Source: an optimization exercise on an open RTL-to-GDS flow (aim: small area and a short achievable clock period). Production flows keep margins and buffers that such runs may drop.
Where RTL was checked, it was by simulation tests only, not by an equivalence proof against the original.
For run 1, only the layout was checked, not whether the RTL still works.

File: design/flow/design.v
package csc_pkg;
	typedef logic [17:0] sram_addr_t;
	typedef logic [15:0] sram_word_t;
	typedef logic [7:0] pixel_t;
	localparam int IMG_WIDTH = 320;
	localparam int IMG_HEIGHT = 240;
	localparam int PAIRS_PER_ROW = 160;
	localparam int WORDS_PER_ROW = 80;      
	localparam int GROUPS = 19200;          
	localparam sram_addr_t Y_BASE = 18'd0;
	localparam sram_addr_t U_BASE = 18'd38400;
	localparam sram_addr_t V_BASE = 18'd57600;
	localparam sram_addr_t RGB_BASE = 18'd146944;
	localparam sram_addr_t RGB_LAST = 18'd262143;
endpackage
`timescale 1ns/100ps
module sram_arbiter (
	input logic CLOCK_50_I,
	input logic resetn,
	input logic cmd_we,
	input csc_pkg::sram_addr_t cmd_addr,
	input csc_pkg::sram_word_t cmd_wdata,
	output csc_pkg::sram_addr_t sram_addr,
	output csc_pkg::sram_word_t sram_wdata,
	output logic sram_we_n
);
	always_ff @(posedge CLOCK_50_I or negedge resetn) begin
		if (!resetn)
			sram_we_n <= 1'b1;
		else
			sram_we_n <= !cmd_we;
	end
	always_ff @(posedge CLOCK_50_I) begin
		sram_addr <= cmd_addr;
		sram_wdata <= cmd_wdata;
	end
endmodule
`timescale 1ns/100ps
module yuv_fetch (
	input logic CLOCK_50_I,
	input logic resetn,
	input logic start,
	output logic busy,
	output logic done,
	output logic c_shift,          
	output logic c_ld_u,           
	output logic c_ld_v,           
	output logic c_first_a,        
	output logic c_first_b,        
	output logic c_near_b,         
	output logic c_last_a,         
	output logic c_last_b,         
	output logic c_yh_ld,          
	output logic c_ylo,            
	output logic c_odd_op,         
	output logic c_w_rg,           
	output logic c_w_br,           
	output logic cmd_we,
	output csc_pkg::sram_addr_t cmd_addr
);
	logic [3:0] ph, ph_n;
	logic [1:0] prime;             
	logic wr_on;
	logic done_pre;
	logic [6:0] jc;
	logic j_first, j_near_end, j_last;
	logic jf_n, jn_n, jl_n;
	logic [16:0] gy;               
	logic [16:0] c_addr;
	csc_pkg::sram_addr_t wa;       
	logic a_y, a_c, a_u, a_lsb, a_w;
	logic wr_now, last_wr;
	assign ph_n = !busy ? 4'd1 : (ph == 4'd9) ? 4'd0 : ph + 4'd1;
	assign jf_n = (ph == 4'd9) ? (jc == 7'd79) : j_first;
	assign jn_n = (ph == 4'd9) ? (jc == 7'd77) : j_near_end;
	assign jl_n = (ph == 4'd9) ? (jc == 7'd78) : j_last;
	always_ff @(posedge CLOCK_50_I) begin
		c_shift <= (ph_n <= 4'd4) && (ph_n != 4'd2);
		c_ld_u <= (ph_n == 4'd4);
		c_ld_v <= (ph_n == 4'd5);
		c_first_a <= busy && jf_n && (ph_n <= 4'd1);
		c_first_b <= busy && jf_n && (ph_n == 4'd3 || ph_n == 4'd4);
		c_near_b <= busy && jn_n && (ph_n == 4'd3 || ph_n == 4'd4);
		c_last_a <= busy && jl_n && (ph_n <= 4'd1);
		c_last_b <= busy && jl_n && (ph_n == 4'd3 || ph_n == 4'd4);
		c_yh_ld <= (ph_n == 4'd3 || ph_n == 4'd6);
		c_ylo <= (ph_n == 4'd2 || ph_n == 4'd5);
		c_odd_op <= (ph_n == 4'd3 || ph_n == 4'd6);
		c_w_rg <= (ph_n == 4'd4 || ph_n == 4'd7);
		c_w_br <= (ph_n == 4'd5 || ph_n == 4'd8);
		a_y <= (ph_n == 4'd0 || ph_n == 4'd3);
		a_c <= (ph_n == 4'd1 || ph_n == 4'd2);
		a_u <= (ph_n == 4'd1);
		a_lsb <= (ph_n == 4'd0);
		a_w <= (ph_n >= 4'd4);
	end
	assign wr_now = busy && wr_on && a_w;
	assign last_wr = wr_now && (wa == csc_pkg::RGB_LAST);
	assign cmd_we = wr_now;
	assign c_addr = gy + (a_u ? 17'(csc_pkg::U_BASE + 18'd2) : 17'(csc_pkg::V_BASE + 18'd2));
	always_comb begin
		if (a_y)
			cmd_addr = {gy, a_lsb};
		else if (a_c)
			cmd_addr = {1'b0, c_addr};
		else
			cmd_addr = wa;
	end
	always_ff @(posedge CLOCK_50_I or negedge resetn) begin
		if (!resetn) begin
			busy <= 1'b0;
			done <= 1'b0;
			done_pre <= 1'b0;
			wr_on <= 1'b0;
		end else begin
			done_pre <= last_wr;
			done <= done_pre;
			if (done_pre)
				busy <= 1'b0;
			else if (start)
				busy <= 1'b1;
			if (!busy || last_wr)
				wr_on <= 1'b0;
			else if (prime == 2'd0 && ph == 4'd3)
				wr_on <= 1'b1;
		end
	end
	always_ff @(posedge CLOCK_50_I) begin
		ph <= ph_n;
		if (!busy) begin
			prime <= 2'd3;
			jc <= 7'd77;
			j_first <= 1'b0;
			j_near_end <= 1'b0;
			j_last <= 1'b0;
			gy <= 17'h1fffe;
			wa <= csc_pkg::RGB_BASE;
		end else begin
			j_first <= jf_n;
			j_near_end <= jn_n;
			j_last <= jl_n;
			if (ph == 4'd9) begin
				if (prime != 2'd0)
					prime <= prime - 2'd1;
				jc <= (jc == 7'd79) ? 7'd0 : jc + 7'd1;
			end
			if (ph == 4'd0)
				gy <= gy + 17'd1;
			if (wr_now)
				wa <= wa + 18'd1;
		end
	end
endmodule
`timescale 1ns/100ps
module chroma_interpolator (
	input logic CLOCK_50_I,
	input logic c_shift,
	input logic c_ld_u,
	input logic c_ld_v,
	input logic c_first_a,
	input logic c_first_b,
	input logic c_near_b,
	input logic c_last_a,
	input logic c_last_b,
	input csc_pkg::sram_word_t rdata,
	output csc_pkg::pixel_t ce_u,       
	output csc_pkg::pixel_t ce_v,
	output csc_pkg::pixel_t c_odd       
);
	csc_pkg::pixel_t e [0:15];
	csc_pkg::pixel_t t0, t1, t2, t3, t4, t5;
	always_ff @(posedge CLOCK_50_I) begin
		if (c_shift) begin
			for (int i = 0; i < 15; i++)
				e[i] <= e[i + 1];
		end
		if (c_ld_u) begin
			e[12] <= rdata[15:8];
			e[14] <= rdata[7:0];
		end
		if (c_ld_v) begin
			e[13] <= rdata[15:8];
			e[15] <= rdata[7:0];
		end
	end
	assign ce_u = e[2];
	assign ce_v = e[3];
	always_comb begin
		t0 = e[0];
		t1 = e[2];
		t2 = e[4];
		t3 = e[6];
		t4 = e[8];
		t5 = e[10];
		if (c_first_a) begin
			t0 = e[4];
			t1 = e[4];
		end
		if (c_first_b)
			t0 = e[2];
		if (c_near_b)
			t5 = e[8];
		if (c_last_a) begin
			t4 = e[6];
			t5 = e[6];
		end
		if (c_last_b) begin
			t3 = e[4];
			t4 = e[4];
			t5 = e[4];
		end
	end
	logic [8:0] m, m_r;
	logic [9:0] d1, d2, d3, d1_r, d2_r, d3_r;
	assign m = {1'b0, t2} + {1'b0, t3};
	assign d1 = {2'd0, t2} + {2'd0, t3} + {2'd0, ~t1} + {2'd0, ~t4};
	assign d2 = {2'd0, t0} + {2'd0, t5} + {2'd0, ~t1} + {2'd0, ~t4};
	assign d3 = {2'd0, t0} + {2'd0, t5} + {2'd0, ~t2} + {2'd0, ~t3};
	always_ff @(posedge CLOCK_50_I) begin
		m_r <= m;
		d1_r <= d1;
		d2_r <= d2;
		d3_r <= d3;
	end
	logic [16:0] acc;
	logic [8:0] q8, q8_r;
	logic signed [9:0] sh;
	assign acc = {1'b0, m_r, 7'd0} + {2'd0, d1_r, 5'd0} + {3'd0, d2_r, 4'd0} + {5'd0, d2_r, 2'd0}
		+ {7'd0, d3_r} + 17'd234;
	assign q8 = acc[16:8];
	always_ff @(posedge CLOCK_50_I)
		q8_r <= q8;
	assign sh = {1'b0, q8_r} - 10'sd106;
	assign c_odd = sh[9] ? 8'h00 : (sh[8] ? 8'hff : sh[7:0]);
endmodule
`timescale 1ns/100ps
module csc_matrix (
	input logic CLOCK_50_I,
	input csc_pkg::pixel_t y_in,
	input csc_pkg::pixel_t u_in,
	input csc_pkg::pixel_t v_in,
	output csc_pkg::pixel_t r,
	output csc_pkg::pixel_t g,
	output csc_pkg::pixel_t b
);
	function automatic logic [20:0] nib(input logic [3:0] n);
		case (n)
		4'd0: nib = 21'd0;
		4'd1: nib = 21'd76284;
		4'd2: nib = 21'd152568;
		4'd3: nib = 21'd228852;
		4'd4: nib = 21'd305136;
		4'd5: nib = 21'd381420;
		4'd6: nib = 21'd457704;
		4'd7: nib = 21'd533988;
		4'd8: nib = 21'd610272;
		4'd9: nib = 21'd686556;
		4'd10: nib = 21'd762840;
		4'd11: nib = 21'd839124;
		4'd12: nib = 21'd915408;
		4'd13: nib = 21'd991692;
		4'd14: nib = 21'd1067976;
		default: nib = 21'd1144260;
		endcase
	endfunction
	logic [24:0] t_in, t_r;
	logic [9:0] u3_in, v3_in, u3, v3;
	csc_pkg::pixel_t u, v;
	assign t_in = {nib(y_in[7:4]), 4'd0} + {4'd0, nib(y_in[3:0])};
	assign u3_in = {2'd0, u_in} + {1'd0, u_in, 1'd0};
	assign v3_in = {2'd0, v_in} + {1'd0, v_in, 1'd0};
	always_ff @(posedge CLOCK_50_I) begin
		t_r <= t_in;
		u <= u_in;
		v <= v_in;
		u3 <= u3_in;
		v3 <= v3_in;
	end
	localparam int NR = 6;
	localparam int NG = 8;
	localparam int NB = 6;
	localparam logic [15:0] KL_R = 16'd5824;
	localparam logic [15:0] KL_G = 16'd45033;
	localparam logic [15:0] KL_B = 16'd4800;
	localparam logic signed [11:0] KH_R = -12'sd223;
	localparam logic signed [11:0] KH_G = -12'sd269;
	localparam logic signed [11:0] KH_B = -12'sd277;
	logic [26:0] rr [NR];
	logic [26:0] gr [NG];
	logic [26:0] br [NB];
	logic [9:0] nu3, nv3;
	csc_pkg::pixel_t nu, nv;
	assign nu3 = ~u3;
	assign nv3 = ~v3;
	assign nu = ~u;
	assign nv = ~v;
	assign rr[0] = {2'd0, t_r};
	assign rr[1] = {2'd0, v3, 15'd0};
	assign rr[2] = {6'd0, v3, 11'd0};
	assign rr[3] = {12'd0, v, 7'd0};
	assign rr[4] = {15'd0, v, 4'd0};
	assign rr[5] = {17'd0, v3};
	assign gr[0] = {2'd0, t_r};
	assign gr[1] = {4'd0, nu3, 13'd0};
	assign gr[2] = {9'd0, nu, 10'd0};
	assign gr[3] = {14'd0, nu3, 3'd0};
	assign gr[4] = {3'd0, nv3, 14'd0};
	assign gr[5] = {7'd0, nv, 12'd0};
	assign gr[6] = {14'd0, nv, 5'd0};
	assign gr[7] = {19'd0, nv};
	assign br[0] = {2'd0, t_r};
	assign br[1] = {2'd0, u, 17'd0};
	assign br[2] = {9'd0, u, 10'd0};
	assign br[3] = {12'd0, u, 7'd0};
	assign br[4] = {14'd0, u3, 3'd0};
	assign br[5] = {17'd0, u3};
	logic [10:0] rh, gh, bh, rh_r, gh_r, bh_r;
	logic [19:0] rl, gl, bl;
	logic [3:0] rc_r, gc_r, bc_r;
	always_comb begin
		rh = '0;
		rl = {4'd0, KL_R};
		for (int i = 0; i < NR; i++) begin
			rh = rh + rr[i][26:16];
			rl = rl + {4'd0, rr[i][15:0]};
		end
		gh = '0;
		gl = {4'd0, KL_G};
		for (int i = 0; i < NG; i++) begin
			gh = gh + gr[i][26:16];
			gl = gl + {4'd0, gr[i][15:0]};
		end
		bh = '0;
		bl = {4'd0, KL_B};
		for (int i = 0; i < NB; i++) begin
			bh = bh + br[i][26:16];
			bl = bl + {4'd0, br[i][15:0]};
		end
	end
	always_ff @(posedge CLOCK_50_I) begin
		rh_r <= rh;
		gh_r <= gh;
		bh_r <= bh;
		rc_r <= rl[19:16];
		gc_r <= gl[19:16];
		bc_r <= bl[19:16];
	end
	function automatic csc_pkg::pixel_t sat(input logic signed [11:0] s);
		if (s[11])
			sat = 8'h00;
		else if (s[10:8] != 3'd0)
			sat = 8'hff;
		else
			sat = s[7:0];
	endfunction
	assign r = sat({1'b0, rh_r} + {8'd0, rc_r} + KH_R);
	assign g = sat({1'b0, gh_r} + {8'd0, gc_r} + KH_G);
	assign b = sat({1'b0, bh_r} + {8'd0, bc_r} + KH_B);
endmodule
`timescale 1ns/100ps
module rgb_store (
	input logic CLOCK_50_I,
	input logic c_w_rg,
	input logic c_w_br,
	input csc_pkg::pixel_t r,
	input csc_pkg::pixel_t g,
	input csc_pkg::pixel_t b,
	output csc_pkg::sram_word_t wdata
);
	csc_pkg::pixel_t g1, b1;         
	always_ff @(posedge CLOCK_50_I) begin
		g1 <= g;
		b1 <= b;
	end
	always_comb begin
		if (c_w_rg)
			wdata = {r, g};
		else if (c_w_br)
			wdata = {b1, r};
		else
			wdata = {g1, b1};
	end
endmodule
`timescale 1ns/100ps
module csc_top (
	input logic CLOCK_50_I,
	input logic resetn,
	input logic start,
	output logic busy,
	output logic done,
	output csc_pkg::sram_addr_t sram_addr,
	output csc_pkg::sram_word_t sram_wdata,
	output logic sram_we_n,
	input csc_pkg::sram_word_t sram_rdata
);
	logic c_shift, c_ld_u, c_ld_v;
	logic c_first_a, c_first_b, c_near_b, c_last_a, c_last_b;
	logic c_yh_ld, c_ylo, c_odd_op, c_w_rg, c_w_br;
	logic cmd_we;
	csc_pkg::sram_addr_t cmd_addr;
	csc_pkg::sram_word_t cmd_wdata;
	csc_pkg::pixel_t ce_u, ce_v, c_odd, uo;
	csc_pkg::sram_word_t yh;         
	csc_pkg::pixel_t y_op, u_op, v_op;
	csc_pkg::pixel_t r, g, b;
	yuv_fetch seq_unit (
		.CLOCK_50_I, .resetn, .start, .busy, .done,
		.c_shift, .c_ld_u, .c_ld_v,
		.c_first_a, .c_first_b, .c_near_b, .c_last_a, .c_last_b,
		.c_yh_ld, .c_ylo, .c_odd_op, .c_w_rg, .c_w_br,
		.cmd_we, .cmd_addr
	);
	chroma_interpolator interp_unit (
		.CLOCK_50_I, .c_shift, .c_ld_u, .c_ld_v,
		.c_first_a, .c_first_b, .c_near_b, .c_last_a, .c_last_b,
		.rdata(sram_rdata), .ce_u, .ce_v, .c_odd
	);
	always_ff @(posedge CLOCK_50_I) begin
		if (c_yh_ld)
			yh <= sram_rdata;
		uo <= c_odd;     
	end
	always_ff @(posedge CLOCK_50_I)
		y_op <= c_ylo ? yh[7:0] : yh[15:8];
	always_comb begin
		if (c_odd_op) begin
			u_op = uo;
			v_op = c_odd;
		end else begin
			u_op = ce_u;
			v_op = ce_v;
		end
	end
	csc_matrix matrix_unit (
		.CLOCK_50_I, .y_in(y_op), .u_in(u_op), .v_in(v_op),
		.r, .g, .b
	);
	rgb_store store_unit (
		.CLOCK_50_I, .c_w_rg, .c_w_br, .r, .g, .b, .wdata(cmd_wdata)
	);
	sram_arbiter arbiter_unit (
		.CLOCK_50_I, .resetn,
		.cmd_we, .cmd_addr, .cmd_wdata,
		.sram_addr, .sram_wdata, .sram_we_n
	);
endmodule
File: design/flow/run.sh
#!/bin/bash
# synth_recipe.tcl (not shown) runs the flow's synth.tcl, then flattens the netlist and writes it again
# the make line also repeats each setting of config.mk as NAME=value (left out here)
make -C /OpenROAD-flow-scripts/flow DESIGN_CONFIG=/design/flow/config.mk WORK_HOME=/design/flow/orfs CLKGATE_MAP_FILE= SYNTH_SCRIPT=/design/flow/synth_recipe.tcl finish
File: design/flow/config.mk
export PLATFORM = sky130hd
export DESIGN_NAME = csc_top
export DESIGN_NICKNAME = csc_top
export VERILOG_FILES = /design/flow/design.v
export SDC_FILE = /design/flow/constraint.sdc
export NUM_CORES = 4
export LEC_CHECK = 0
export CAP_MARGIN = 20
export CORE_MARGIN = 2
export CORE_UTILIZATION = 50
export SETUP_SLACK_MARGIN = 5
export SLEW_MARGIN = 20
File: design/flow/constraint.sdc
create_clock -name core_clock -period 10.0 [get_ports {CLOCK_50_I}]
set_input_delay 2.0000 -clock core_clock [delete_from_list [all_inputs] [get_ports {CLOCK_50_I}]]
set_output_delay 2.0000 -clock core_clock [all_outputs]
set_load 0.01 [all_outputs]
==> flow_summary.html, run 1 <==
<table>
<tr><th>Metric</th><th>Value</th></tr>
<tr><th colspan="2">Clock network</th></tr>
<tr><td>TritonCTS clock tree</td><td>yes</td></tr>
<tr><td>Clock-pin slew on the worst setup and hold paths</td><td>0.06 ns</td></tr>
<tr><td>Clock latency (worst-skew pair)</td><td>around 0.61 ns</td></tr>
<tr><td>TritonCTS buffer count</td><td>50</td></tr>
<tr><td>Clock tree root buffer cell</td><td>clkbuf_16</td></tr>
<tr><td>CTS H-Tree Depth</td><td>2</td></tr>
<tr><td>Post-CTS Repair Setup Buffers</td><td>0</td></tr>
<tr><td>Number of clock sinks</td><td>455</td></tr>
<tr><td>Buffer levels on the longest clock path</td><td>3</td></tr>
<tr><th colspan="2">Flow run</th></tr>
<tr><td>Max capacitance violation total</td><td>0</td></tr>
<tr><th colspan="2">Routing</th></tr>
<tr><td>Number of vias per cell after detailed routing</td><td>5.28</td></tr>
<tr><td>Drt first pass iters</td><td>5</td></tr>
<tr><td>Post-route antenna net violation count</td><td>0</td></tr>
<tr><td>Number of vias in the routed layout</td><td>roughly 17k</td></tr>
<tr><td>Iteration-0 DRC count of the detailed router</td><td>roughly 860</td></tr>
<tr><td>Mean routed wirelength per cell</td><td>between 15 and 20 um</td></tr>
<tr><td>Detailed Route WL</td><td>between 50 and 60 mm</td></tr>
<tr><td>Number of design rule violations left after detail routing</td><td>0</td></tr>
<tr><th colspan="2">STA</th></tr>
<tr><td>Ratio of final minimum period to clock period</td><td>about 47%</td></tr>
<tr><td>Total negative slack</td><td>0 ns</td></tr>
<tr><td>Achievable Freq</td><td>214 MHz</td></tr>
<tr><td>Endpoints failing hold</td><td>0</td></tr>
<tr><td>Pins over their slew limit</td><td>0</td></tr>
<tr><td>Final Skew</td><td>0.0388 ns</td></tr>
<tr><td>Least-Margin Pin Slew</td><td>roughly 0.99 ns</td></tr>
<tr><td>RSZ-0062 raised after global routing</td><td>false</td></tr>
<tr><td>Relative slew margins</td><td>between 30% and 40%</td></tr>
<tr><td>Final critical path time including I/O delays and setup</td><td>roughly 4.7 ns</td></tr>
<tr><td>Final setup viols</td><td>0</td></tr>
<tr><th colspan="2">Global route</th></tr>
<tr><td>Number of antenna violations at the first check in global routing</td><td>3</td></tr>
<tr><td>Via count of the first global-routing pass</td><td>17.1k</td></tr>
<tr><td>Global route total overflow</td><td>0</td></tr>
<tr><td>GR Util All Layers</td><td>slightly above 20%</td></tr>
<tr><td>Maximum number of pins on one net before global-route repair</td><td>57</td></tr>
<tr><td>Global-route wire length before repair</td><td>approximately 90 mm</td></tr>
<tr><th colspan="2">Synthesis</th></tr>
<tr><td>Sequential-to-total area share from yosys stat</td><td>between 40 and 50%</td></tr>
<tr><td>Yosys warnings</td><td>10</td></tr>
<tr><td>Synth area leader</td><td>dfxtp_1</td></tr>
<tr><td>Number of enable flip-flop cells after synthesis</td><td>144</td></tr>
<tr><td>Number of register bits inferred by synthesis</td><td>455</td></tr>
<tr><td>Post-synth net total</td><td>between 2k and 3k</td></tr>
<tr><td>Number of instances in the synthesized netlist</td><td>approximately 2.5k</td></tr>
<tr><td>Distinct cells, synth</td><td>73</td></tr>
<tr><td>Synth Area per Inst</td><td>roughly 10 um2</td></tr>
<tr><td>Area of the mapped netlist</td><td>0.0262 mm2</td></tr>
<tr><td>Flip-flop cell with the highest count after synthesis</td><td>dfxtp_1</td></tr>
<tr><td>Yosys top cell area share</td><td>roughly a quarter</td></tr>
<tr><td>Synth area leaders</td><td>dfxtp_1 (23%), edfxtp_1 (17%), ha_1 (14%)</td></tr>
<tr><td>Most numerous cell types in the synthesized netlist</td><td>dfxtp_1 (306), inv_1 (304), ha_1 (292), o21ai_0 (159), nand2_1 (147)</td></tr>
<tr><td>Most instantiated library cell after synthesis</td><td>dfxtp_1</td></tr>
<tr><td>Fraction of registers with async set or reset after synthesis</td><td>between 1 and 1.5%</td></tr>
<tr><th colspan="2">Setup path</th></tr>
<tr><td>Required time of the critical path</td><td>approximately 10 ns</td></tr>
<tr><td>Data arrival time at the worst-slack endpoint</td><td>around 5.1 ns</td></tr>
<tr><td>Critical path class</td><td>flip-flop to flip-flop</td></tr>
<tr><td>Critical path fanouts, max</td><td>5</td></tr>
<tr><td>Critical Path Start Type</td><td>flip-flop</td></tr>
<tr><td>Endpoint kind of the worst setup timing path</td><td>flip-flop</td></tr>
<tr><th colspan="2">Die</th></tr>
<tr><td>Die area</td><td>between 0.05 and 0.06 mm2</td></tr>
<tr><td>Floorplan die width</td><td>approximately 230 um</td></tr>
<tr><td>FP Rows</td><td>83</td></tr>
<tr><td>Core Region</td><td>slightly above 0.05 mm2</td></tr>
<tr><td>Top-Level Pins</td><td>56</td></tr>
<tr><td>Initial core utilization</td><td>around half</td></tr>
<tr><td>Die height</td><td>about 230 um</td></tr>
<tr><th colspan="2">Placed design</th></tr>
<tr><td>Routability Congestion</td><td>around 0.89</td></tr>
<tr><td>IO Port Bufs</td><td>55</td></tr>
<tr><td>Half-perimeter wire length after placement</td><td>43.0 mm</td></tr>
<tr><td>Area after detailed placement</td><td>about 0.027 mm2</td></tr>
<tr><th colspan="2">Final layout</th></tr>
<tr><td>Fraction of final layout cells sized beyond drive strength 1</td><td>under 10%</td></tr>
<tr><td>Final std cell area, no fill</td><td>approximately 0.03 mm2</td></tr>
<tr><td>Number of nets in the layout</td><td>approximately 3k</td></tr>
<tr><td>Area growth from synthesis to final layout</td><td>11.8%</td></tr>
<tr><td>Number of antenna repair diodes</td><td>0</td></tr>
<tr><th colspan="2">Min path</th></tr>
<tr><td>Path class of the lowest-slack min-delay path</td><td>flip-flop to flip-flop</td></tr>
<tr><th colspan="2">Status</th></tr>
<tr><td>Run status</td><td>finished clean</td></tr>
</table>
worst paths after layout:
check / slack, ns / start / cells past startpoint / end
worst max-delay path: 5.33 / matrix_unit.t_r[3] / 18 / matrix_unit.gc_r[2]
worst min-delay path: 0.33 / flip-flop / 0 / matrix_unit.t_r[2]
worst max register to register: 5.33 / matrix_unit.t_r[3] / 18 / matrix_unit.gc_r[2]
worst min register to register: 0.33 / flip-flop / 0 / matrix_unit.t_r[2]
max in group asynchronous: 8.15 / resetn / 1 / arbiter_unit.sram_we_n
min in group asynchronous: 1.60 / resetn / 1 / seq_unit.done
layout make-up:
class / instances / area (um2)
Fill cell: 4481 / 22200
Multi-Input combinational cell: 1683 / 14300
Sequential cell: 455 / 10600
Clock buffer: 63 / 1410
Inverter: 305 / 1140
Tap cell: 680 / 851
Timing Repair Buffer: 60 / 588
Clock inverter: 31 / 430
worst max-delay path: stages, from the launching register on:
cell,delay [ns]
dfxtp_1,0.37
ha_1,0.24
or3_1,0.37
nor3_2,0.24
a31oi_1,0.16
o21ai_0,0.23
xor2_1,0.21
fa_1,0.44
inv_1,0.09
fa_1,0.45
fa_1,0.56
inv_1,0.04
ha_1,0.22
a2111oi_1,0.37
o21ai_1,0.13
o22ai_2,0.15
nor2_1,0.07
o21ai_0,0.15
nand2b_1,0.07
logic make-up after synthesis:
| kind of cell | Yosys count | synth area share (%) |
|---|---|---|
| and+or+nand+nor | 468 | 8.55 |
| DFF | 455 | 40.4 |
| buffers and inverters | 364 | 5.29 |
| adders and majority gates | 418 | 23.6 |
| muxes | 102 | 4.14 |
| xor gates and xnor gates | 186 | 6.22 |
| AOI/OAI and AO/OA | 509 | 11.9 |
state kept, by name, summed over array words and instances (netlist names), 11 cells and up:
name and flops:
matrix_unit.rh_r 11, matrix_unit.nib$func$/design/flow/design.v:269$5488.$result 17, matrix_unit.bh_r 11, matrix_unit.gh_r 11
interp_unit.e 128, arbiter_unit.sram_addr 18, arbiter_unit.sram_wdata 16, seq_unit.wa 18
seq_unit.gy 17, yh 16, matrix_unit.t_r 23, matrix_unit.nib$func$/design/flow/design.v:269$5489.$result 17
what timing repair did:
action,4_1_cts,5_1_grt
gates resized for setup,0,8
hold buffers,0,0
endpoints found under the setup margin,0,4
metrics by stage:
stage	setup slack, ns	std cells	utilization, %	hold WS (ns)
after floorplan	5.47	2502	-	0.310
after global placement	5.15	3183	53.2	0.314
after detailed placement	5.03	3183	53.2	0.312
after CTS	5.01	3277	56.8	0.326
after global routing	4.97	3277	56.9	0.344
final	5.33	3277	56.9	0.325
cell usage in the layout, fill, tap and decap left out, drive strengths merged, types with 19 or more instances in the layout:
master / netlist / layout
inv: 304 / 305
and3: 24 / 24
dfxtp: 306 / 306
nand2: 147 / 147
nor2: 111 / 111
mux2i: 61 / 61
a21o: 53 / 53
a21oi: 145 / 145
o21bai: 23 / 23
mux2: 40 / 40
nor2b: 26 / 26
o21ai: 159 / 159
xor2: 71 / 71
edfxtp: 144 / 144
clkdlybuf4s50: 0 / 55
fa: 126 / 126
xnor2: 115 / 115
nor3: 30 / 30
clkbuf: 50 / 63
ha: 292 / 292
o211ai: 19 / 19
nand3: 43 / 43
o21a: 24 / 24
routing by layer:
metal / global-route usage (%) / vias to the layer above / routed length [um]
li1: - / 8670 / -
met1: 28.4 / 8253 / 26200
met2: 33.8 / 286 / 25100
met3: 2.73 / 81 / 2060
met4: 6.59 / 0 / 1410
met5: 0 / - / 0
==> run 2: changes to the inputs <==
--- a/design/flow/design.v
+++ b/design/flow/design.v
@@ -53,3 +53,2 @@
 	output logic c_yh_ld,          
-	output logic c_ylo,            
 	output logic c_odd_op,         
@@ -86,3 +85,2 @@
 		c_yh_ld <= (ph_n == 4'd3 || ph_n == 4'd6);
-		c_ylo <= (ph_n == 4'd2 || ph_n == 4'd5);
 		c_odd_op <= (ph_n == 4'd3 || ph_n == 4'd6);
@@ -245,26 +243,7 @@
 );
-	function automatic logic [20:0] nib(input logic [3:0] n);
-		case (n)
-		4'd0: nib = 21'd0;
-		4'd1: nib = 21'd76284;
-		4'd2: nib = 21'd152568;
-		4'd3: nib = 21'd228852;
-		4'd4: nib = 21'd305136;
-		4'd5: nib = 21'd381420;
-		4'd6: nib = 21'd457704;
-		4'd7: nib = 21'd533988;
-		4'd8: nib = 21'd610272;
-		4'd9: nib = 21'd686556;
-		4'd10: nib = 21'd762840;
-		4'd11: nib = 21'd839124;
-		4'd12: nib = 21'd915408;
-		4'd13: nib = 21'd991692;
-		4'd14: nib = 21'd1067976;
-		default: nib = 21'd1144260;
-		endcase
-	endfunction
-	logic [24:0] t_in, t_r;
+	logic [24:0] ye, t_in, t_r;
 	logic [9:0] u3_in, v3_in, u3, v3;
 	csc_pkg::pixel_t u, v;
-	assign t_in = {nib(y_in[7:4]), 4'd0} + {4'd0, nib(y_in[3:0])};
+	assign ye = {17'd0, y_in};
+	assign t_in = (ye << 16) + (ye << 13) + (ye << 11) + (ye << 9) - (ye << 2);
 	assign u3_in = {2'd0, u_in} + {1'd0, u_in, 1'd0};
@@ -397,3 +376,3 @@
 	logic c_first_a, c_first_b, c_near_b, c_last_a, c_last_b;
-	logic c_yh_ld, c_ylo, c_odd_op, c_w_rg, c_w_br;
+	logic c_yh_ld, c_odd_op, c_w_rg, c_w_br;
 	logic cmd_we;
@@ -409,3 +388,3 @@
 		.c_first_a, .c_first_b, .c_near_b, .c_last_a, .c_last_b,
-		.c_yh_ld, .c_ylo, .c_odd_op, .c_w_rg, .c_w_br,
+		.c_yh_ld, .c_odd_op, .c_w_rg, .c_w_br,
 		.cmd_we, .cmd_addr
@@ -422,6 +401,5 @@
 	end
-	always_ff @(posedge CLOCK_50_I)
-		y_op <= c_ylo ? yh[7:0] : yh[15:8];
 	always_comb begin
 		if (c_odd_op) begin
+			y_op = yh[7:0];
 			u_op = uo;
@@ -429,2 +407,3 @@
 		end else begin
+			y_op = yh[15:8];
 			u_op = ce_u;
--- a/design/flow/config.mk
+++ b/design/flow/config.mk
@@ -7,2 +7,3 @@
 export LEC_CHECK = 0
+export ABC_AREA = 1
 export CAP_MARGIN = 20
==> run 2 against run 1 <==
Effect of this change:
- worst hold slack improved by 0.081 ns
- global-route usage rose by 2.0 points
- register-to-register slack improved by 0.099 ns
- utilization fell by 0.45 points
- non-clock buffer count fell by 2
- via count rose by 15%
- clock skew fell by 0.013 ns
- final area rose by 1.6%
- worst setup slack improved by 0.099 ns
- highest routed layer unchanged
==> flow_summary.html, run 2 <==
<table>
<tr><th>Metric</th><th>Value</th></tr>
<tr><th colspan="2">Status</th></tr>
<tr><td>Run status</td><td>finished clean</td></tr>
<tr><th colspan="2">Setup path</th></tr>
<tr><td>Buffers &amp; Inverters on Critical Path</td><td>2</td></tr>
<tr><td>Max incr delay on CP</td><td>roughly 0.54 ns</td></tr>
<tr><td>Critical path fanouts, max</td><td>5</td></tr>
<tr><td>Endpoint of the worst-slack reg-to-reg timing path</td><td>matrix_unit.gc_r[1]</td></tr>
<tr><td>Reg-to-Reg Start</td><td>matrix_unit.t_r[3]</td></tr>
<tr><td>Endpoint kind of the worst setup timing path</td><td>flip-flop</td></tr>
<tr><td>Required time of the critical path</td><td>10.48 ns</td></tr>
<tr><td>Critical path class</td><td>flip-flop to flip-flop</td></tr>
<tr><td>Levels on crit path</td><td>21</td></tr>
<tr><td>Data arrival time at the worst-slack endpoint</td><td>~5.1 ns</td></tr>
<tr><td>Reg2Reg Setup Slack</td><td>approximately 5.4 ns</td></tr>
<tr><td>Critical Path Start Type</td><td>flip-flop</td></tr>
<tr><td>CP max stage cell</td><td>fa_1</td></tr>
<tr><td>Launching element of the worst setup path</td><td>matrix_unit.t_r[3]</td></tr>
<tr><td>Crit-path leading delay family</td><td>adder cells</td></tr>
<tr><td>Worst path most repeated cell</td><td>nand2_1</td></tr>
<tr><td>Critical path, cell by cell</td><td>ha_1 -&gt; or2_1 -&gt; nor2_1 -&gt; nand2_1 -&gt; nor3_1 -&gt; nand2_1 -&gt; nand2_1 -&gt; a21oi_1 -&gt; xor2_1 -&gt; fa_1 -&gt; inv_1 -&gt; fa_1 -&gt; fa_1 -&gt; inv_1 -&gt; ha_1 -&gt; a21oi_1 -&gt; a21oi_1 -&gt; nor3_1 -&gt; nand2_1 -&gt; nand2_1 -&gt; nand2_1</td></tr>
<tr><td>Worst r2r path cells</td><td>21</td></tr>
<tr><td>Capture point of the worst path</td><td>matrix_unit.gc_r[1]</td></tr>
<tr><th colspan="2">Clock network</th></tr>
<tr><td>CTS H-Tree Depth</td><td>2</td></tr>
<tr><td>Count of hold-fix buffers inserted at cts</td><td>0</td></tr>
<tr><td>Number of clock sinks</td><td>420</td></tr>
<tr><td>Clock tree root buffer cell</td><td>clkbuf_16</td></tr>
<tr><td>Gates resized, CTS repair</td><td>0</td></tr>
<tr><td>Buffer levels on the longest clock path</td><td>3</td></tr>
<tr><td>TritonCTS buffer count</td><td>between 40 and 50</td></tr>
<tr><td>Clock-pin slew on the worst setup and hold paths</td><td>0.06 ns</td></tr>
<tr><td>Clock latency (worst-skew pair)</td><td>roughly 0.6 ns</td></tr>
<tr><td>Post-CTS Repair Setup Buffers</td><td>0</td></tr>
<tr><td>TritonCTS clock tree</td><td>yes</td></tr>
<tr><th colspan="2">Routing</th></tr>
<tr><td>Number of vias per cell after detailed routing</td><td>5.16</td></tr>
<tr><td>Post-route antenna net violation count</td><td>0</td></tr>
<tr><td>Number of design rule violations left after detail routing</td><td>0</td></tr>
<tr><td>Number of vias in the routed layout</td><td>between 15k and 20k</td></tr>
<tr><td>Drt first pass iters</td><td>5</td></tr>
<tr><td>Iteration-0 DRC count of the detailed router</td><td>1175</td></tr>
<tr><td>Detailed Route WL</td><td>roughly 60 mm</td></tr>
<tr><td>Mean routed wirelength per cell</td><td>roughly 16 um</td></tr>
<tr><th colspan="2">STA</th></tr>
<tr><td>Ratio of final minimum period to clock period</td><td>between 40% and 50%</td></tr>
<tr><td>Achievable Freq</td><td>approximately 220 MHz</td></tr>
<tr><td>Least-Margin Pin Slew</td><td>0.957 ns</td></tr>
<tr><td>Endpoints failing hold</td><td>0</td></tr>
<tr><td>Final Skew</td><td>between 0.02 and 0.03 ns</td></tr>
<tr><td>Relative slew margins</td><td>a little over a third</td></tr>
<tr><td>Total negative slack</td><td>0 ns</td></tr>
<tr><td>Final critical path time including I/O delays and setup</td><td>approximately 4.6 ns</td></tr>
<tr><td>Pins over their slew limit</td><td>0</td></tr>
<tr><td>RSZ-0062 raised after global routing</td><td>false</td></tr>
<tr><td>Worst path setup slack after routing</td><td>around 5.4 ns</td></tr>
<tr><td>Final setup viols</td><td>0</td></tr>
<tr><th colspan="2">Synthesis</th></tr>
<tr><td>Synth area leaders</td><td>dfxtp_1 (20%), edfxtp_1 (16%), ha_1 (14%)</td></tr>
<tr><td>Area of the mapped netlist</td><td>approximately 0.027 mm2</td></tr>
<tr><td>Synth Area per Inst</td><td>8.78 um2</td></tr>
<tr><td>Yosys warnings</td><td>10</td></tr>
<tr><td>Sequential-to-total area share from yosys stat</td><td>between 30% and 40%</td></tr>
<tr><td>Synth area leader</td><td>dfxtp_1</td></tr>
<tr><td>Most numerous cell types in the synthesized netlist</td><td>nand2_1 (596), inv_1 (515), ha_1 (307), dfxtp_1 (271), a21oi_1 (204)</td></tr>
<tr><td>Fraction of registers with async set or reset after synthesis</td><td>1.19%</td></tr>
<tr><td>Flip-flop cell with the highest count after synthesis</td><td>dfxtp_1</td></tr>
<tr><td>Number of register bits inferred by synthesis</td><td>420</td></tr>
<tr><td>Distinct cells, synth</td><td>57</td></tr>
<tr><td>Yosys top cell area share</td><td>about a fifth</td></tr>
<tr><td>Number of instances in the synthesized netlist</td><td>about 3.1k</td></tr>
<tr><td>Number of enable flip-flop cells after synthesis</td><td>~140</td></tr>
<tr><td>Post-synth net total</td><td>roughly 3.5k</td></tr>
<tr><td>Most instantiated library cell after synthesis</td><td>nand2_1</td></tr>
<tr><th colspan="2">Final layout</th></tr>
<tr><td>Top flop regs</td><td>interp_unit.e: 128 flops, matrix_unit.t_r: 23 flops</td></tr>
<tr><td>Filler instances</td><td>4830</td></tr>
<tr><td>Most frequent standard cell in the layout excluding fill and tap cells</td><td>nand2_1</td></tr>
<tr><td>Top library cells by usage in the layout, fill and taps aside</td><td>nand2_1 (596), inv_1 (515), ha_1 (307)</td></tr>
<tr><td>Multi-input gate area</td><td>~0.015 mm2</td></tr>
<tr><td>Flip-flop count of the largest register after layout</td><td>approximately 130</td></tr>
<tr><td>Area growth from synthesis to final layout</td><td>11.0%</td></tr>
<tr><td>Fraction of final layout cells sized beyond drive strength 1</td><td>4.61%</td></tr>
<tr><td>Number of nets in the layout</td><td>about 3.6k</td></tr>
<tr><td>Sequential cell area</td><td>between 0.009 and 0.01 mm2</td></tr>
<tr><td>Largest Register</td><td>interp_unit.e</td></tr>
<tr><th colspan="2">Die</th></tr>
<tr><td>Die area</td><td>~0.056 mm2</td></tr>
<tr><td>FP Rows</td><td>84</td></tr>
<tr><td>Die height</td><td>roughly 240 um</td></tr>
<tr><td>Floorplan die width</td><td>236 um</td></tr>
<tr><td>Top-Level Pins</td><td>56</td></tr>
<tr><td>Initial core utilization</td><td>about half</td></tr>
<tr><td>Core Region</td><td>around 0.053 mm2</td></tr>
<tr><th colspan="2">Placed design</th></tr>
<tr><td>IO Port Bufs</td><td>55</td></tr>
<tr><td>Routability Congestion</td><td>between 0.8 and 0.9</td></tr>
<tr><td>Half-perimeter wire length after placement</td><td>around 50 mm</td></tr>
<tr><td>Setup slack after placement</td><td>about 5.5 ns</td></tr>
<tr><th colspan="2">Global route</th></tr>
<tr><td>Global-route wire length before repair</td><td>roughly 100 mm</td></tr>
<tr><td>Global route total overflow</td><td>0</td></tr>
<tr><td>GR Util All Layers</td><td>22.6%</td></tr>
<tr><td>Maximum number of pins on one net before global-route repair</td><td>72</td></tr>
<tr><td>Via count of the first global-routing pass</td><td>just under 20k</td></tr>
<tr><td>Number of antenna violations at the first check in global routing</td><td>0</td></tr>
<tr><th colspan="2">Min path</th></tr>
<tr><td>Path class of the lowest-slack min-delay path</td><td>flip-flop to flip-flop</td></tr>
<tr><th colspan="2">Flow run</th></tr>
<tr><td>Max capacitance violation total</td><td>0</td></tr>
</table>
==> run 2: kinds of logic (layout without fill, tap and decap cells) <==
kind of cell,Yosys count,in the layout,share of synthesized area (%)
simple gates,1023,1023,16.5
flops,420,420,36.8
xor+xnor,157,157,5.20
compound gates,448,448,9.27
other cells,0,1,0
buf+inv,567,677,8.00
fa+ha+maj,439,439,24.2
==> run 2: worst min-delay path by stage <==
stage                               startpoint  slack, ns  cells after the start                    to
final                        seq_unit.done_pre       0.41                      0         seq_unit.done
after global routing      interp_unit.e[11][1]       0.42                      0  interp_unit.e[10][1]
after CTS                    seq_unit.done_pre       0.41                      0         seq_unit.done
after detailed placement     seq_unit.done_pre       0.38                      0         seq_unit.done
after global placement       seq_unit.done_pre       0.39                      0         seq_unit.done
after floorplan              seq_unit.done_pre       0.35                      0         seq_unit.done
==> run 2: stage by stage <==
step	cell area (um2)	hold slack, ns	cells	util [%]
6_report	29800	0.407	3853	56.4
5_1_grt	29800	0.419	3852	56.4
4_1_cts	29800	0.409	3852	56.4
3_5_place_dp	28100	0.384	3765	53.3
3_3_place_gp	28100	0.388	3765	53.3
2_1_floorplan	26800	0.354	3054	-
==> run 2: routing by layer <==
layer	routed length, um	track usage, %	share of wire (%)
met1	30800	32.7	50
met2	26300	35.2	43
met3	2750	3.45	4.5
met4	1640	6.52	2.7
met5	0	0	0
==> run 2: area by class of cell <==
type | count | area share (%)
repair buffers | 58 | 1.93
clock buffers | 72 | 4.73
diodes | 1 | 0.00841
inverters | 532 | 6.71
multi-input cells | 2067 | 49.7
flip-flops and latches | 420 | 33.2
clock inverters | 15 | 0.807
well taps | 688 | 2.89
==> run 2: worst reg2reg max path, stage by stage, from the launching register on <==
cell and delay [ns]:
dfxtp_1 0.36, ha_1 0.22, or2_1 0.23, nor2_1 0.15, nand2_1 0.10, nor3_1 0.25, nand2_1 0.09, nand2_1 0.11
a21oi_1 0.08, xor2_1 0.16, fa_1 0.49, inv_1 0.06, fa_1 0.48, fa_1 0.54, inv_1 0.04, ha_1 0.30
a21oi_1 0.27, a21oi_1 0.11, nor3_1 0.26, nand2_1 0.08, nand2_1 0.06, nand2_1 0.04
Testbench counts of run 2, summed over its fixed seeds: frame cycles 1,536,248.
==> run 3: changes to the inputs <==
--- a/design/flow/config.mk
+++ b/design/flow/config.mk
@@ -7,3 +7,2 @@
 export LEC_CHECK = 0
-export ABC_AREA = 1
 export CAP_MARGIN = 20
==> run 3 against run 2 <==
Effect of this change:
- clock skew fell by 0.0033 ns
- critical path type unchanged
- highest routed layer unchanged
- worst hold slack lost 0.011 ns
- still clean on timing, DRC and antenna
- synthesized cell count down 21%
- fmax down 2.5%
- largest cell class unchanged
- synthesized area decreased by 5.1%
==> flow_summary.html, run 3 <==
<table>
<tr><th>Metric</th><th>Value</th></tr>
<tr><th colspan="2">Routing</th></tr>
<tr><td>Detailed Route WL</td><td>55.2 mm</td></tr>
<tr><td>Iteration-0 DRC count of the detailed router</td><td>between 700 and 800</td></tr>
<tr><td>Number of vias per cell after detailed routing</td><td>5.25</td></tr>
<tr><td>Number of design rule violations left after detail routing</td><td>0</td></tr>
<tr><td>Post-route antenna net violation count</td><td>0</td></tr>
<tr><td>Drt first pass iters</td><td>6</td></tr>
<tr><td>Number of vias in the routed layout</td><td>16.7k</td></tr>
<tr><td>Mean routed wirelength per cell</td><td>17.3 um</td></tr>
<tr><th colspan="2">Synthesis</th></tr>
<tr><td>Sequential-to-total area share from yosys stat</td><td>approximately two fifths</td></tr>
<tr><td>Post-synth net total</td><td>between 2k and 3k</td></tr>
<tr><td>Synth Area per Inst</td><td>around 11 um2</td></tr>
<tr><td>Fraction of registers with async set or reset after synthesis</td><td>approximately 1.2%</td></tr>
<tr><td>Most numerous cell types in the synthesized netlist</td><td>inv_1 (319), ha_1 (307), dfxtp_1 (271), edfxtp_1 (144), fa_1 (132)</td></tr>
<tr><td>Yosys top cell area share</td><td>21.3%</td></tr>
<tr><td>Distinct cells, synth</td><td>68</td></tr>
<tr><td>Area of the mapped netlist</td><td>0.0254 mm2</td></tr>
<tr><td>Number of register bits inferred by synthesis</td><td>420</td></tr>
<tr><td>Most instantiated library cell after synthesis</td><td>inv_1</td></tr>
<tr><td>Number of enable flip-flop cells after synthesis</td><td>between 100 and 150</td></tr>
<tr><td>Yosys warnings</td><td>10</td></tr>
<tr><td>Flip-flop cell with the highest count after synthesis</td><td>dfxtp_1</td></tr>
<tr><td>Synth area leader</td><td>dfxtp_1</td></tr>
<tr><td>Number of instances in the synthesized netlist</td><td>about 2.4k</td></tr>
<tr><td>Synth area leaders</td><td>dfxtp_1 (21%), edfxtp_1 (17%), ha_1 (15%)</td></tr>
<tr><th colspan="2">Placed design</th></tr>
<tr><td>Area after detailed placement</td><td>0.0267 mm2</td></tr>
<tr><td>Routability Congestion</td><td>around 0.89</td></tr>
<tr><td>Half-perimeter wire length after placement</td><td>around 44 mm</td></tr>
<tr><td>Setup slack after placement</td><td>5.11 ns</td></tr>
<tr><td>IO Port Bufs</td><td>55</td></tr>
<tr><td>Total instance count after detailed placement</td><td>between 3k and 4k</td></tr>
<tr><th colspan="2">Setup path</th></tr>
<tr><td>Data arrival time at the worst-slack endpoint</td><td>5.16 ns</td></tr>
<tr><td>CP max stage cell</td><td>fa_1</td></tr>
<tr><td>Reg2Reg Setup Slack</td><td>~5.3 ns</td></tr>
<tr><td>Max incr delay on CP</td><td>~0.5 ns</td></tr>
<tr><td>Crit-path leading delay family</td><td>adder cells</td></tr>
<tr><td>Required time of the critical path</td><td>approximately 10 ns</td></tr>
<tr><td>Buffers &amp; Inverters on Critical Path</td><td>4</td></tr>
<tr><td>Worst path most repeated cell</td><td>inv_1</td></tr>
<tr><td>Critical path fanouts, max</td><td>5</td></tr>
<tr><td>Critical path class</td><td>flip-flop to flip-flop</td></tr>
<tr><td>Endpoint kind of the worst setup timing path</td><td>flip-flop</td></tr>
<tr><td>Critical Path Start Type</td><td>flip-flop</td></tr>
<tr><td>Critical path, cell by cell</td><td>inv_1 -&gt; ha_1 -&gt; inv_1 -&gt; o21ai_0 -&gt; or2_2 -&gt; nor4_2 -&gt; xnor2_1 -&gt; fa_1 -&gt; inv_1 -&gt; fa_1 -&gt; fa_1 -&gt; inv_1 -&gt; ha_1 -&gt; nor2b_1 -&gt; o21ai_0 -&gt; o211ai_1 -&gt; a21o_1 -&gt; a311o_1 -&gt; a21o_1</td></tr>
<tr><th colspan="2">Global route</th></tr>
<tr><td>Number of antenna violations at the first check in global routing</td><td>0</td></tr>
<tr><td>Global-route wire length before repair</td><td>around 91 mm</td></tr>
<tr><td>Maximum number of pins on one net before global-route repair</td><td>between 90 and 100</td></tr>
<tr><td>GR Util All Layers</td><td>about 22%</td></tr>
<tr><td>Global route total overflow</td><td>0</td></tr>
<tr><td>Via count of the first global-routing pass</td><td>between 15k and 20k</td></tr>
<tr><th colspan="2">STA</th></tr>
<tr><td>Final Skew</td><td>~0.023 ns</td></tr>
<tr><td>Final setup viols</td><td>0</td></tr>
<tr><td>Achievable Freq</td><td>about 210 MHz</td></tr>
<tr><td>Ratio of final minimum period to clock period</td><td>between 40% and 50%</td></tr>
<tr><td>RSZ-0062 raised after global routing</td><td>true</td></tr>
<tr><td>Least-Margin Pin Slew</td><td>0.948 ns</td></tr>
<tr><td>Worst path setup slack after routing</td><td>around 5.3 ns</td></tr>
<tr><td>Relative slew margins</td><td>a little over a third</td></tr>
<tr><td>Pins over their slew limit</td><td>0</td></tr>
<tr><td>Total negative slack</td><td>0 ns</td></tr>
<tr><td>Endpoints failing hold</td><td>0</td></tr>
<tr><td>Worst hold-check slack</td><td>0.396 ns</td></tr>
<tr><td>Final critical path time including I/O delays and setup</td><td>between 4 and 5 ns</td></tr>
<tr><th colspan="2">Min path</th></tr>
<tr><td>Path class of the lowest-slack min-delay path</td><td>flip-flop to flip-flop</td></tr>
<tr><th colspan="2">Final layout</th></tr>
<tr><td>Top flop regs</td><td>interp_unit.e: 128 flops, matrix_unit.t_r: 23 flops</td></tr>
<tr><td>Final std cell area, no fill</td><td>0.0284 mm2</td></tr>
<tr><td>Sequential cell area</td><td>approximately 0.0099 mm2</td></tr>
<tr><td>Post-route non-filler standard cell count</td><td>between 3k and 4k</td></tr>
<tr><td>Multi-input gate area</td><td>0.0142 mm2</td></tr>
<tr><td>Largest Register</td><td>interp_unit.e</td></tr>
<tr><td>Most frequent standard cell in the layout excluding fill and tap cells</td><td>inv_1</td></tr>
<tr><td>Number of antenna repair diodes</td><td>0</td></tr>
<tr><td>Area growth from synthesis to final layout</td><td>11.6%</td></tr>
<tr><td>Number of nets in the layout</td><td>between 2k and 3k</td></tr>
<tr><td>Top library cells by usage in the layout, fill and taps aside</td><td>inv_1 (319), ha_1 (307), dfxtp_1 (265)</td></tr>
<tr><td>Filler instances</td><td>approximately 4.3k</td></tr>
<tr><td>Fraction of final layout cells sized beyond drive strength 1</td><td>under 10%</td></tr>
<tr><td>Flip-flop count of the largest register after layout</td><td>between 100 and 150</td></tr>
<tr><th colspan="2">Clock network</th></tr>
<tr><td>Clock latency (worst-skew pair)</td><td>slightly below 0.6 ns</td></tr>
<tr><td>Number of clock sinks</td><td>420</td></tr>
<tr><td>Clock tree root buffer cell</td><td>clkbuf_16</td></tr>
<tr><td>TritonCTS buffer count</td><td>between 40 and 50</td></tr>
<tr><td>Clock-pin slew on the worst setup and hold paths</td><td>0.06 ns</td></tr>
<tr><td>Buffer levels on the longest clock path</td><td>3</td></tr>
<tr><td>TritonCTS clock tree</td><td>yes</td></tr>
<tr><td>Count of hold-fix buffers inserted at cts</td><td>0</td></tr>
<tr><td>Post-CTS Repair Setup Buffers</td><td>0</td></tr>
<tr><td>CTS H-Tree Depth</td><td>2</td></tr>
<tr><th colspan="2">Die</th></tr>
<tr><td>FP Rows</td><td>82</td></tr>
<tr><td>Die area</td><td>between 0.05 and 0.06 mm2</td></tr>
<tr><td>Floorplan die width</td><td>around 230 um</td></tr>
<tr><td>Die height</td><td>230 um</td></tr>
<tr><td>Core Region</td><td>between 0.05 and 0.06 mm2</td></tr>
<tr><td>Top-Level Pins</td><td>56</td></tr>
<tr><td>Initial core utilization</td><td>just over 50%</td></tr>
<tr><th colspan="2">Flow run</th></tr>
<tr><td>Max capacitance violation total</td><td>0</td></tr>
<tr><th colspan="2">Status</th></tr>
<tr><td>Run status</td><td>finished clean</td></tr>
</table>
-- run 3: cell count changes after synthesis, moves of 18 or more --
cell / change
a21o_1: +51
o21ai_1: -18
nor2b_1: +24
xnor2_1: +79
inv_1: -196
mux2_2: +36
xor2_1: -38
nand4_1: -19
nand2_1: -476
nand3_1: -110
mux2i_1: +63
a21oi_1: -83
-- run 3: stage by stage --
| step | utilization, % |
|---|---|
| 4_1_cts | 56.6 |
| 3_5_place_dp | 53.2 |
| 6_report | 56.6 |
| 3_3_place_gp | 53.2 |
| 2_1_floorplan | - |
| 5_1_grt | 56.6 |
-- run 3: routing by layer --
metal	global-route usage [%]	part of all wire [%]	vias up
met5	0	0	-
met4	7.24	3.0	0
met3	2.99	3.2	84
met2	38.3	49	241
met1	27.2	45	8040
li1	-	-	8348
-- run 3: final timing paths --
| path | startpoint | to | cells past startpoint |
|---|---|---|---|
| worst max register to register | matrix_unit.t_r[6] | matrix_unit.gc_r[2] | 19 |
| max in group asynchronous | resetn | arbiter_unit.sram_we_n | 1 |
| worst max-delay path | matrix_unit.t_r[6] | matrix_unit.gc_r[2] | 19 |
| worst min register to register | seq_unit.done_pre | seq_unit.done | 0 |
| min in group asynchronous | resetn | seq_unit.busy | 1 |
| worst min-delay path | seq_unit.done_pre | seq_unit.done | 0 |
-- run 3: layout make-up --
class | instances | area share, %
Timing Repair Buffer | 59 | 2.06
Clock buffer | 60 | 4.57
Multi-Input combinational cell | 1622 | 49.9
Inverter | 321 | 4.24
Sequential cell | 420 | 34.8
Clock inverter | 28 | 1.43
Tap cell | 672 | 2.96
-- run 3: worst reg2reg max path: cells and delay by family, from the launching register on --
family	cells	cell delay (ns)
adder cells (fa/ha/maj)	5	1.97
AO/OA/AOI/OAI	6	1.20
XOR/XNOR	1	0.12
buffers and inverters	4	0.24
AND/OR/NAND/NOR	3	0.65
flip-flops	1	0.39
-- run 3: cells by family (layout without fill, tap and decap cells) --
family	Yosys count	count (layout)	synth area share, %
buf+inv	369	468	5.50
fa+ha+maj	439	439	25.5
simple gates	447	447	8.51
mux	99	99	4.07
xor+xnor	197	197	6.78
flops	420	420	38.8
compound gates	440	440	10.9
-- run 3: timing repair --
item / 4_1_cts / 5_1_grt
resized for setup: 0 / 3
endpoints found under the hold margin: 0 / 0
endpoints found under the setup margin: 0 / 4

## what the ideal ports hide
No port has a modelled driver above. Below, the same layouts with a new extraction and two added sets of constraints.
Step 1, drivers: a clkbuf_16 drives CLOCK_50_I and a buf_2 each remaining input, both assumed.
Step 2 moves the port delays by t, midway between the first and last clock arrival at a register: inputs arrive t later, outputs are due t later. That takes back most of the time a late clock gives input paths.
Three values: no drivers, after step 1, after step 2; two values: the first two.
| run | shift t [ns] | setup slack, ns | worst setup path after step 2 | pins driven straight from the clock port |
|---|---|---|---|---|
| run 1 | 0.657 | 5.330 / 5.330 / 5.330 | register to register | 1 |
| run 2 | 0.645 | 5.428 / 5.428 / 5.428 | register to register | 1 |
| run 3 | 0.642 | 5.312 / 5.312 / 5.312 | register to register | 1 |
After both steps every run listed still meets setup and hold.
